Source: an optimization exercise on an open RTL-to-GDS flow (aim: small area, a short achievable clock period and few clock cycles per item). Production flows keep margins and buffers that such runs may drop. Function not checked in this run: the RTL went through the layout flow alone.

**flow/run.sh**
```bash
#!/bin/bash
# synth_recipe.tcl (not shown) runs the flow's synth.tcl, then flattens the netlist and writes it again
# the make line also repeats each setting of config.mk as NAME=value (left out here)
make -C /OpenROAD-flow-scripts/flow DESIGN_CONFIG=/design/flow/config.mk WORK_HOME=/design/flow/orfs CLKGATE_MAP_FILE= SYNTH_SCRIPT=/design/flow/synth_recipe.tcl finish
```
**flow/config.mk**
```make
export PLATFORM = sky130hd
export DESIGN_NAME = rational_add_mul_reduce_core
export DESIGN_NICKNAME = rational_add_mul_reduce_core
export VERILOG_FILES = /design/flow/design.v
export SDC_FILE = /design/flow/constraint.sdc
export NUM_CORES = 4
export LEC_CHECK = 0
export CAP_MARGIN = 20
export CORE_MARGIN = 2
export CORE_UTILIZATION = 40
export SLEW_MARGIN = 20
```
**flow/constraint.sdc**
```tcl
create_clock -name core_clock -period 10.0 [get_ports {clk}]
set_input_delay 2.0000 -clock core_clock [delete_from_list [all_inputs] [get_ports {clk}]]
set_output_delay 2.0000 -clock core_clock [all_outputs]
set_load 0.01 [all_outputs]
```
**flow/design.v**
```verilog
module rational_add_mul_reduce_core (
  input  logic                               clk,
  input  logic                               rst_n,
  input  logic                               in_tvalid,
  output logic                               in_tready,
  input  logic [63:0]                        in_tdata,
  input  logic [1:0]                         in_tuser,
  output logic                               out_tvalid,
  input  logic                               out_tready,
  output logic [63:0]                        out_tdata,
  output logic [0:0]                         out_tuser
);
  localparam int K  = 3;               
  localparam int SW = $clog2(K + 1);
  localparam logic [1:0] REQ_MUL  = 2'd0;
  localparam logic [1:0] REQ_ADD  = 2'd1;
  localparam logic [1:0] REQ_CMP  = 2'd2;
  localparam logic [1:0] REQ_NONE = 2'd3;
  localparam logic [1:0] S_FREE = 2'd0;   
  localparam logic [1:0] S_M2   = 2'd1;
  localparam logic [1:0] S_M3   = 2'd2;
  localparam logic [1:0] S_LOOP = 2'd3;
  logic        pend_r;
  logic [1:0]  req_r;
  logic        a_neg_r, b_neg_r;
  logic [15:0] a_mag_r, b_mag_r;
  logic [14:0] a_den_r, b_den_r;
  logic [1:0]  w_req_r;
  logic        w_aneg_r, w_bneg_r, w_azero_r;
  logic [19:0] h0_r, h1_r, h2_r, h3_r;   
  logic        hv_r;                     
  logic [1:0]  st_r;
  logic [30:0] u_r;
  logic [29:0] v_r;
  logic [31:0] n00_r, n01_r;    
  logic [29:0] n10_r, n11_r;    
  logic        eq_r;
  logic        out_valid_r;
  logic [1:0]  st_nxt;
  logic [30:0] u_nxt;
  logic [29:0] v_nxt;
  logic [31:0] n00_nxt, n01_nxt;
  logic [29:0] n10_nxt, n11_nxt;
  logic        eq_nxt, out_valid_nxt, neg;
  logic [15:0] in_a_num, in_b_num;
  logic [14:0] in_a_den, in_b_den;
  assign in_a_num = in_tdata[15:0];
  assign in_a_den = in_tdata[30:16];
  assign in_b_num = in_tdata[46:31];
  assign in_b_den = in_tdata[61:47];
  logic out_free, m1_go, consume, consume_early, accept;
  assign out_free = !out_valid_r || out_tready;
  assign m1_go    = (st_r == S_FREE) && pend_r && hv_r && (req_r != REQ_NONE);
  always_comb begin
    consume       = 1'b0;
    consume_early = 1'b0;
    case (st_r)
      S_FREE: begin
        if (pend_r && req_r == REQ_NONE) begin
          consume       = out_free;
          consume_early = !out_valid_r;
        end else if (m1_go && req_r != REQ_ADD) begin
          consume       = 1'b1;
          consume_early = 1'b1;
        end
      end
      S_M2: begin
        if (w_req_r == REQ_ADD) begin
          consume       = out_free;
          consume_early = !out_valid_r;
        end
      end
      default: begin
      end
    endcase
  end
  assign in_tready = !pend_r || consume_early;
  assign accept    = in_tvalid && in_tready;
  logic        xa_r, yb_r;
  logic        h_en, sel_p_n, sel_den_n, m1_go_n, pend_n, hv_n;
  logic [1:0]  req_n, wreq_n, st_n;
  logic [15:0] mul_x, mul_y;
  logic [31:0] mul_p;
  assign h_en = !(st_r == S_M2 && !out_free);
  always_comb begin
    st_n    = st_nxt;
    pend_n  = accept || (pend_r && !consume);
    hv_n    = h_en && xa_r && pend_r && !accept;
    req_n   = accept ? in_tuser : req_r;
    wreq_n  = m1_go ? req_r : w_req_r;
    m1_go_n = (st_n == S_FREE) && pend_n && hv_n && (req_n != REQ_NONE);
    sel_p_n   = 1'b1;
    sel_den_n = 1'b0;
    case (st_n)
      S_FREE: begin
        if (m1_go_n) begin
          sel_p_n   = 1'b0;
          sel_den_n = (req_n == REQ_MUL);
        end
      end
      S_M2: begin
        if (wreq_n == REQ_ADD) begin
          sel_p_n   = 1'b0;
          sel_den_n = 1'b1;
        end
      end
      default: begin
      end
    endcase
  end
  assign mul_x = xa_r ? a_mag_r : {1'b0, a_den_r};
  assign mul_y = yb_r ? b_mag_r : {1'b0, b_den_r};
  assign mul_p = 32'(h0_r) + {8'd0, h1_r, 4'd0} + {4'd0, h2_r, 8'd0} + {h3_r, 12'd0};
  logic [31:0] dif;
  logic        ge, uv_eq, u_zero, both_odd, both_even;
  logic [30:0] du;
  logic [29:0] dv;
  logic [31:0] sum0;
  logic [29:0] sum1;
  logic [SW-1:0] s_d, s_u, s_v, s_b, s_uu, s_vv, s_c0, s_c1;
  assign dif       = {1'b0, u_r} - {2'b0, v_r};
  assign ge        = !dif[31];
  assign du        = dif[30:0];
  assign dv        = v_r - u_r[29:0];
  assign uv_eq     = (u_r == {1'b0, v_r});
  assign u_zero    = (u_r == '0);
  assign sum0      = n00_r + n01_r;
  assign sum1      = n10_r + n11_r;
  assign both_odd  = u_r[0] & v_r[0];
  assign both_even = !u_r[0] & !v_r[0];
  always_comb begin
    s_d = SW'(K);
    s_u = SW'(K);
    s_v = SW'(K);
    s_b = SW'(K);
    for (int i = K - 1; i >= 1; i--) begin
      if (du[i])           s_d = SW'(i);
      if (u_r[i])          s_u = SW'(i);
      if (v_r[i])          s_v = SW'(i);
      if (u_r[i] | v_r[i]) s_b = SW'(i);
    end
    s_uu = both_odd ? s_d : (both_even ? s_b : s_u);
    s_vv = both_odd ? s_d : (both_even ? s_b : s_v);
    s_c0 = both_odd ? s_d : s_u;
    s_c1 = both_odd ? s_d : s_v;
  end
  logic [30:0] u_sh;
  logic [29:0] v_sh;
  logic [31:0] n00_sh, n01_sh;
  logic [29:0] n10_sh, n11_sh;
  assign u_sh   = (both_odd ? du : u_r) >> s_uu;
  assign v_sh   = (both_odd ? dv : v_r) >> s_vv;
  assign n00_sh = n00_r << s_c0;
  assign n10_sh = n10_r << s_c0;
  assign n01_sh = n01_r << s_c1;
  assign n11_sh = n11_r << s_c1;
  always_comb begin
    st_nxt        = st_r;
    u_nxt         = u_r;
    v_nxt         = v_r;
    n00_nxt       = n00_r;
    n01_nxt       = n01_r;
    n10_nxt       = n10_r;
    n11_nxt       = n11_r;
    eq_nxt        = eq_r;
    out_valid_nxt = out_valid_r && !out_tready;
    neg           = 1'b0;
    case (st_r)
      S_FREE: begin
        if (pend_r && req_r == REQ_NONE) begin
          if (out_free) begin
            n01_nxt       = '0;
            n11_nxt       = 30'd1;
            eq_nxt        = 1'b0;
            out_valid_nxt = 1'b1;
          end
        end else if (m1_go) begin
          u_nxt   = mul_p[30:0];
          n00_nxt = mul_p;
          st_nxt  = S_M2;
        end
      end
      S_M2: begin
        if (out_free) begin
          case (w_req_r)
            REQ_MUL: begin
              neg     = w_aneg_r ^ w_bneg_r;
              v_nxt   = mul_p[29:0];
              n00_nxt = neg ? 32'hFFFF_FFFF : 32'd1;
              n01_nxt = '0;
              n10_nxt = '0;
              n11_nxt = 30'd1;
              st_nxt  = S_LOOP;
            end
            REQ_CMP: begin
              eq_nxt        = (u_r == mul_p[30:0]) && ((w_aneg_r == w_bneg_r) || w_azero_r);
              n01_nxt       = '0;
              n11_nxt       = 30'd1;
              out_valid_nxt = 1'b1;
              st_nxt        = S_FREE;
            end
            default: begin
              v_nxt   = mul_p[29:0];
              n01_nxt = mul_p;
              st_nxt  = S_M3;
            end
          endcase
        end
      end
      S_M3: begin
        if (w_aneg_r == w_bneg_r) begin
          u_nxt = sum0[30:0];
          neg   = w_aneg_r;
        end else if (ge) begin
          u_nxt = du;
          neg   = w_aneg_r;
        end else begin
          u_nxt = {1'b0, dv};
          neg   = w_bneg_r;
        end
        v_nxt   = mul_p[29:0];
        n00_nxt = neg ? 32'hFFFF_FFFF : 32'd1;
        n01_nxt = '0;
        n10_nxt = '0;
        n11_nxt = 30'd1;
        st_nxt  = S_LOOP;
      end
      default: begin
        if (uv_eq || u_zero) begin
          eq_nxt        = 1'b0;
          out_valid_nxt = 1'b1;
          st_nxt        = S_FREE;
        end
        if (uv_eq) begin
          u_nxt   = '0;
          n01_nxt = sum0;
          n11_nxt = sum1;
        end else begin
          if (both_even || !u_r[0] || (both_odd && ge))
            u_nxt = u_sh;
          if (both_even || !v_r[0] || (both_odd && !ge))
            v_nxt = v_sh;
          if ((!u_r[0] && v_r[0]) || (both_odd && ge)) begin
            n00_nxt = n00_sh;
            n10_nxt = n10_sh;
          end else if (both_odd) begin
            n00_nxt = sum0;
            n10_nxt = sum1;
          end
          if ((u_r[0] && !v_r[0]) || (both_odd && !ge)) begin
            n01_nxt = n01_sh;
            n11_nxt = n11_sh;
          end else if (both_odd && ge) begin
            n01_nxt = sum0;
            n11_nxt = sum1;
          end
        end
      end
    endcase
  end
  always_ff @(posedge clk) begin
    if (!rst_n) begin
      st_r        <= S_FREE;
      pend_r      <= 1'b0;
      hv_r        <= 1'b0;
      xa_r        <= 1'b1;
      yb_r        <= 1'b0;
      out_valid_r <= 1'b0;
    end else begin
      st_r        <= st_nxt;
      pend_r      <= accept || (pend_r && !consume);
      hv_r        <= hv_n;
      xa_r        <= sel_p_n;
      yb_r        <= sel_p_n ? (req_n == REQ_MUL) : !sel_den_n;
      out_valid_r <= out_valid_nxt;
    end
  end
  always_ff @(posedge clk) begin
    if (accept) begin
      req_r   <= in_tuser;
      a_neg_r <= in_a_num[15];
      b_neg_r <= in_b_num[15];
      a_mag_r <= in_a_num[15] ? (~in_a_num + 16'd1) : in_a_num;
      b_mag_r <= in_b_num[15] ? (~in_b_num + 16'd1) : in_b_num;
      a_den_r <= (in_a_den == '0) ? 15'd1 : in_a_den;
      b_den_r <= (in_b_den == '0) ? 15'd1 : in_b_den;
    end
  end
  always_ff @(posedge clk) begin
    if (m1_go) begin
      w_req_r   <= req_r;
      w_aneg_r  <= a_neg_r;
      w_bneg_r  <= b_neg_r;
      w_azero_r <= (a_mag_r == '0);
    end
  end
  always_ff @(posedge clk) begin
    if (h_en) begin
      h0_r <= mul_x * mul_y[3:0];
      h1_r <= mul_x * mul_y[7:4];
      h2_r <= mul_x * mul_y[11:8];
      h3_r <= mul_x * mul_y[15:12];
    end
  end
  always_ff @(posedge clk) begin
    u_r   <= u_nxt;
    v_r   <= v_nxt;
    n00_r <= n00_nxt;
    n01_r <= n01_nxt;
    n10_r <= n10_nxt;
    n11_r <= n11_nxt;
    eq_r  <= eq_nxt;
  end
  assign out_tvalid = out_valid_r;
  assign out_tdata  = {2'b00, n11_r, n01_r};
  assign out_tuser  = eq_r;
endmodule
```
==> flow_results.org <==
** Yosys
- Combinational family with the most area after synthesis :: compound AO/OA/AOI/OAI gates
- Share of synthesized registers carrying an async set or reset :: 0%
- edfxtp_1 takes more of the synthesized area than any other cell.
- Share of the synthesized netlist area taken by xor and xnor gates :: 6.37%
- Register bit total from synthesis :: 344
- Of the total synthesized cell area, the portion taken by AND, OR, NAND and NOR gates is between 15 and 20%.
- The commonest cells after synthesis are nand2_1 (638), inv_1 (336), edfxtp_1 (333), a21oi_1 (276), ha_1 (274).
- Portion of synthesized cell area occupied by the leading cell type :: 27.7%
- Ys flop type :: edfxtp_1
- Post-Syn Area :: 36100 sq um
- Number of enable-type register cells in the synthesized netlist :: 333
- Number of standard cells after synthesis :: 4144
- Top-count cell post-synth :: nand2_1
- Portion of netlist area occupied by mux cells :: 8.27%
- After Yosys synthesis, full adders, half adders and majority gates account for between 15 and 20% of the synthesized area.
- Number of distinct standard cells referenced by the synthesized netlist :: 105
- Sequential cells were found to cover 28.3% of the synthesized design area.
- Ys Warns :: 1
- Dividing the synthesized area by the synthesized cell count gives 8.72 sq um.
- Fraction of the mapped netlist area in compound gates :: between 15 and 20%
- Ranking of synthesized cells by area :: edfxtp_1 (28%), ha_1 (9.5%), fa_1 (7.8%)

** Worst setup path
- Capturing element type of the critical path :: flip-flop
- CP Launch Point :: h0_r[11]
- Measured in cells, the most critical reg-to-reg path has a length of 15.
- Setup crit start kind :: flip-flop
- Critical register-to-register path startpoint :: h0_r[11]
- Endpoint of the lowest-slack register-to-register path :: eq_r
- The most critical setup path has its endpoint at eq_r.
- Arrival time at the worst endpoint :: 6230 ps
- Data on the critical path is required at its endpoint by 10230 ps.
- Slack of the worst reg-to-reg path :: 4000 ps
- In this run the worst path has a maximum fanout of 9.
- Startpoint-to-endpoint class of the critical path :: flip-flop to flip-flop

** Clock tree
- Bufs on Longest Clock Path :: 3
- Post-CTS repair changed the size of 0 cells.
- Clock root buffer master :: clkbuf_16
- Later-pin clock latency in the skew report :: 610 ps
- After clock tree synthesis, the clock-pin slew on the worst setup and hold paths is 60 ps.
- The tree built by TritonCTS fans out to 344 sinks.
- Post-CTS timing repair inserted 0 buffers for setup.
- Buffers inserted during clock tree synthesis total 44.
- Post-CTS Hold Fix Bufs :: 0
- CTS H-tree depth :: 2
- TritonCTS clock tree :: done

** Floorplan
- # rows :: 110
- X dimension of the die :: between 300 and 400 microns
- I/O pin count :: roughly 140
- CORE AREA :: 89700 sq um
- Effective utilization at floorplan :: 40.3%
- The die is 305 microns tall.
- The die covers 92700 sq um.

** Drt
- The first detailed-routing pass ran for 6 iterations.
- Via total after detailed routing :: ~31000
- DRT Wirelength :: 115000 microns
- Mean routed wirelength per cell :: 21.5 microns
- Ratio of routed vias to standard cells :: roughly 5.7
- For this block, the initial DRC count from the detailed router was 2415.
- Number of nets with antenna violations after detailed routing :: 0
- Residual DRC count :: 0

** STA
- The number of hold violations in the final report was 0.
- For the pin with the worst max-slew slack, the measured transition is 1110 ps.
- Timing would allow up to about 170 MHz.
- Final worst path period share :: about 60%
- Unrepaired setup endpoints after global routing :: no
- Counting I/O delays and the setup requirement, the final critical path takes roughly 6000 ps.
- Across the routed clock network, the largest skew measured is 28.3 ps.
- Summed over all failing endpoints, the final setup total negative slack is 0 ps.
- The max-slew violation count is 0.
- Max-slew headroom at the worst pin :: approximately a quarter
- Count of endpoints failing setup in the final report :: 0

** GRT
- First-pass GRT wire length :: 177000 microns
- Entering global routing, the biggest net connects 79 pins.
- Remaining Overflow, GRT :: 0
- The number of global-route vias before repair came to approximately 30000.
- Combined global-route utilization of all metal layers :: 24.4%
- Initial antenna violation count :: 1

** Finish
- Cells with a size suffix above 1 make up under 10% of the layout.
- Relative to the synthesized area, the layout overhead comes to 10.6%.
- Number of inserted diodes :: 0
- Total Nets Final :: around 4600

** Hold path
- Path type of the worst min-delay path :: flip-flop to flip-flop
- Along the worst hold path, the cell count comes to 2.

** Run
- Number of violations of the max-capacitance limit :: 0

** Outcome
- Status :: no timing/DRC/antenna violations

** Placed design
- Placer's final routability congestion estimate :: 0.951
- DP HPWL :: 89000 microns
- Input and output buffers added on the ports amount to 132.
==> flip-flops by register name, indices dropped and copies added (netlist names), 2 cells and up <==
register	cells
h2_r	20
v_r	30
a_den_r	15
u_r	31
req_r	2
n00_r	32
n01_r	32
h0_r	20
n10_r	30
b_mag_r	16
h1_r	20
w_req_r	2
h3_r	20
b_den_r	15
a_mag_r	16
st_r	2
n11_r	30
==> metal layers <==
metal | GRT usage (%) | routed length, microns
met2 | 40.0 | 52900
met3 | 3.32 | 7300
met1 | 32.4 | 50100
met5 | 0 | 20
met4 | 9.88 | 4930
==> how the worst min path moves through the flow <==
stage                        from       end  slack, ps
after floorplan           a_neg_r  w_aneg_r        400
after global placement     pend_r      hv_r        490
after detailed placement   pend_r      hv_r        490
after CTS                  pend_r      hv_r        500
after global routing       pend_r      hv_r        540
final                      pend_r      hv_r        500
==> worst max-delay path: stages, from the launching register on <==
cell	delay, ps
edfxtp_1	320
inv_1	50
fa_1	530
inv_1	40
ha_1	270
ha_1	550
o21ai_0	160
a21oi_1	200
a21oi_1	140
xnor2_1	830
xnor2_1	170
or4_1	530
nor4_2	450
nand4_1	150
nor4_1	280
nor4b_2	950
==> layout by cell type (no fill, tap or decap), types with 18 or more instances in the layout <==
cell type / n
mux2_2: 34
mux2i_1: 252
and3_1: 22
nand4_1: 20
nand2b_1: 28
o21ai_1: 28
xor2_1: 84
nand3_1: 69
nor3_1: 49
edfxtp_1: 333
a21o_1: 72
xnor2_1: 176
inv_1: 335
and2_1: 28
fa_1: 141
clkbuf_16: 46
nor2b_1: 29
a22o_1: 32
a22oi_1: 32
o211ai_1: 38
a211oi_1: 34
ha_1: 271
nor2_1: 269
o21a_1: 29
a21oi_1: 271
o31ai_1: 23
or3_1: 21
nor4_1: 26
o21ai_0: 219
o21bai_1: 21
a31oi_1: 25
nand2_1: 637
clkdlybuf4s50_1: 132
buf_4: 50
a32oi_1: 18
==> final cells by class <==
type,instances,area [sq um]
fill,8866,49800
clock buffer,53,1180
clock inverter,29,267
inverter,338,1270
tap,1176,1470
multi-input combinational,3225,23800
sequential,344,10200
timing repair buffer,183,1720
==> logic make-up after synthesis <==
kind of cell | count (synthesis)
buf+inv | 576
mux | 290
xor+xnor | 262
other cells | 1
compound gates | 1000
flops | 344
simple gates | 1256
fa+ha+maj | 415
==> metrics by stage <==
stage	cells	util (%)	hold WS [ps]	setup WS (ps)	instance area, sq um
4_1_cts	5347	44.5	502	4140	39900
3_3_place_gp	5265	42.9	491	4250	38500
3_5_place_dp	5265	42.9	493	4200	38500
6_report	5348	44.5	499	4000	40000
5_1_grt	5348	44.5	541	3840	40000
2_1_floorplan	4145	-	400	4720	36100

separate check: timing with driven ports:
The results above use ideal ports. As a check the final layout listed here was re-extracted and re-timed, cells and wires unchanged. Step 1, drivers: a clkbuf_16 drives clk and a buf_2 each remaining input, both assumed. Step 2 adds t to the input delays and takes it off the output delays; t is the mean of the earliest and latest rising clock arrival at the registers after step 1. Input paths then give back, and output paths get back, about the clock's delay inside the block. Slacks: ideal ports / drivers / drivers and shift; pairs: ideal ports / drivers.
shift t [ns]: 0.655
setup slack, ns: 4.003 / 4.003 / 4.003
worst hold slack (ns): 0.499 / 0.499 / 0.499
worst setup path after step 2: register to register
latest minus earliest clock arrival (ns): 0.033 / 0.033
After both steps setup and hold are still met in this run. For this run, drivers alone change the setup slack by 0.000 ns; drivers and shift together by 0.000 ns.
